Context: an optimization exercise on an open-source flow, tuned for small area, a short achievable clock period and few clock cycles. The choices shown serve that exercise and are no tape-out recipe.
Power is estimated from default activity; no workload was simulated.

Setup of build 78:
## sgd_dot_product
module sgd_dot_product (
    input  logic                             clk,
    input  logic                             rst_n,
    input  logic                             started,
    input  logic [sgd_pkg::CFG_W-1:0]        number_of_epochs,
    input  logic [sgd_pkg::CFG_W-1:0]        number_of_samples,
    input  logic [sgd_pkg::CFG_W-1:0]        dimension,
    input  logic [sgd_pkg::CFG_W-1:0]        number_of_bits,
    input  logic [sgd_pkg::A_WORD_W-1:0]     dispatch_axb_a_data,
    input  logic                             dispatch_axb_a_wr_en,
    output logic                             dispatch_axb_a_almost_full,
    input  logic [sgd_pkg::CREDIT_W-1:0]     x_wr_credit_counter,
    output logic [sgd_pkg::X_ADDR_W-1:0]     x_rd_addr,
    input  logic [sgd_pkg::X_WORD_W-1:0]     x_rd_data,
    output logic [sgd_pkg::NUM_BANKS*sgd_pkg::DOT_W-1:0] dot_product,   
    output logic [sgd_pkg::NUM_BANKS-1:0]    dot_product_valid
);
    logic                  accept;
    logic [BIT_IDX_W-1:0]  word_bit;
    logic                  word_first;
    logic                  word_last;
    logic [BIT_IDX_W-1:0]  bit_q   [2];
    logic                  first_q [3];
    logic                  last_q  [STAGES+1];
    logic                  out_valid;
    dot_control u_ctrl (
        .clk                 (clk),
        .rst_n               (rst_n),
        .started             (started),
        .number_of_epochs    (number_of_epochs),
        .number_of_samples   (number_of_samples),
        .dimension           (dimension),
        .number_of_bits      (number_of_bits),
        .x_wr_credit_counter (x_wr_credit_counter),
        .wr_en               (dispatch_axb_a_wr_en),
        .almost_full         (dispatch_axb_a_almost_full),
        .accept              (accept),
        .x_rd_addr           (x_rd_addr),
        .word_bit            (word_bit),
        .word_first          (word_first),
        .word_last           (word_last)
    );
    always_ff @(posedge clk)
    begin
        bit_q[0] <= word_bit;
        bit_q[1] <= bit_q[0];
        if (!rst_n)
        begin
            for (int i = 0; i < 3; i++)
                first_q[i] <= 1'b0;
  ...
For scale: roughly 34000 um2 of cells after synthesis.
==> flow/config.mk <==
export PLATFORM = sky130hd
export DESIGN_NAME = sgd_dot_product
export DESIGN_NICKNAME = sgd_dot_product
export VERILOG_FILES = /design/flow/design.v
export SDC_FILE = /design/flow/constraint.sdc
export NUM_CORES = 4
export LEC_CHECK = 0
export CAP_MARGIN = 20
export CORE_MARGIN = 2
export CORE_UTILIZATION = 50
export CTS_BUF_LIST = sky130_fd_sc_hd__clkbuf_8
export CTS_CLUSTER_SIZE = 30
export SETUP_SLACK_MARGIN = 1.0
export SLEW_MARGIN = 20
export SYNTH_HIERARCHICAL = 1
export SYNTH_MINIMUM_KEEP_SIZE = 0
export BUFFER_PORTS_ARGS = -buffer_cell sky130_fd_sc_hd__buf_1
==> flow/constraint.sdc <==
create_clock -name core_clock -period 5.0 [get_ports {clk}]
set_input_delay 1.0000 -clock core_clock [delete_from_list [all_inputs] [get_ports {clk}]]
set_output_delay 1.0000 -clock core_clock [all_outputs]
set_load 0.01 [all_outputs]
standard.sh (not shown) runs the stock make flow with config.mk's settings and CLKGATE_MAP_FILE= SYNTH_SCRIPT=/design/flow/synth_recipe.tcl, a recipe that flattens the netlist after the stock synthesis.
==> flow/flow/run.sh <==
#!/bin/bash
# The standard layout (standard.sh, the standard flow's own ORFS flow), except that
# the port buffers are the plain sky130_fd_sc_hd__buf_1 rather than the
# buffer_ports default (a delay buffer); every port still gets one.
set -euo pipefail
echo 'export BUFFER_PORTS_ARGS = -buffer_cell sky130_fd_sc_hd__buf_1' >> config.mk
export BUFFER_PORTS_ARGS="-buffer_cell sky130_fd_sc_hd__buf_1"
cp standard.sh standard_sh.txt
bash standard.sh > standard.log 2>&1
Inputs modified between build 78 and build 31:
- swapping 1.0 for 1.5 in SETUP_SLACK_MARGIN
### Flow results
- Any difference in worst slack on hold paths between build 31 and build 78 is small enough to ignore.
- Build 31 and build 78 ended up with nearly the same compound-gate portion of the synthesized area.
- dfxtp_1 as the slowest library cell on the worst path was reported by build 78, and or4_1 by build 31.
- Compared with build 78, in build 31 overall overflow remaining after global route has remained practically unchanged, number of DRC markers after the initial detailed-route iteration has increased, routed length on met1 has remained practically unchanged.
- The total power was comparable across build 31 and build 78.
- Build 78 -> build 31: power density over the cells flat
- Relative to build 78, worst setup slack for register-to-register paths has gone up in build 31.
- Between build 31 and build 78, the difference in number of standard cells in the final layout excluding fillers is negligible.
Modified inputs, build 36 compared to build 31
- changing SETUP_SLACK_MARGIN from 1.5 to 1.75
--- outcome ---
Any difference in sequential share of layout area between build 31 and build 36 is small enough to ignore. Between build 31 and build 36, the flow reports maximum frequency increasing by a few percent. Compared build 36 against build 31; net switching power figure within noise. Compared with build 31, build 36 shows global-route usage higher by 0.23 points. Re area growth from synthesis to layout: build 36 is 0.23 points up on build 31. Diff build 31 -> build 36: number of flops mapped to enable cells by yosys held, clock skew went up 0.012 ns, worst path arrival time went down 0.20 ns.
## Diff of input files: build 61 against build 36
- SETUP_SLACK_MARGIN changed from 1.75 to 2.0
==> results.txt <==
- Looking at worst reg-to-reg path cell count, build 61 sits below build 36.
- Number of antenna violations at the first check in global routing ended up 4.5% higher on build 61 than on build 36.
- Against build 36, build 61 reports a average routed wire per standard cell that is higher.
- Per the comparison of build 61 with build 36, required time reported for the critical path endpoint grew by 0.03 ns; fmax grew by about 4%; growth of design area from synthesis to finish grew by 3.5 points; critical path arrival shrank by 0.10 ns; wire length grew by 3.3%.
- Row fraction of power consumed by combinational cells: build 61 higher / build 36 lower
- Build 61 against build 36; final cell count is up slightly.
- First-pass GRT wire length of build 61 exceeds that of build 36 slightly.
Function was not checked in any run of this note: the RTL went through the layout flow alone.

[afterwards: timing with drivers on the ports]
Ports are ideal in the flow. The routed layouts listed here were re-timed in OpenROAD.
Step 1 (the two cells are an assumption about what drives the block):
set clk [get_ports {clk}]
set_driving_cell -lib_cell sky130_fd_sc_hd__clkbuf_16 $clk
set_driving_cell -lib_cell sky130_fd_sc_hd__buf_2 [delete_from_list [all_inputs] $clk]
Step 2 adds t to the input delays and takes it off the output delays; t is the mean of the earliest and latest rising clock arrival at the registers after step 1. Input paths then give back, and output paths get back, about the clock's delay inside the block.
Slacks: ideal ports / drivers / drivers and shift; pairs: ideal ports / drivers.
run	shift t [ns]	setup slack, ns	latest minus earliest clock arrival (ns)	worst register clock-pin slew, ns	pins driven straight from the clock port
build 78	0.742	1.366 / 1.366 / 1.343	0.026 / 0.027	0.07 / 0.07	1
build 31	0.742	1.711 / 1.711 / 1.374	0.027 / 0.027	0.07 / 0.07	1
build 36	0.740	1.899 / 1.899 / 1.359	0.040 / 0.039	0.06 / 0.06	1
build 61	0.740	2.022 / 2.022 / 1.393	0.045 / 0.045	0.07 / 0.07	1
After both steps every run listed still meets setup and hold. The setup slack of build 61, which loses most, moves by 0.000 ns with the drivers and by -0.629 ns with both steps.
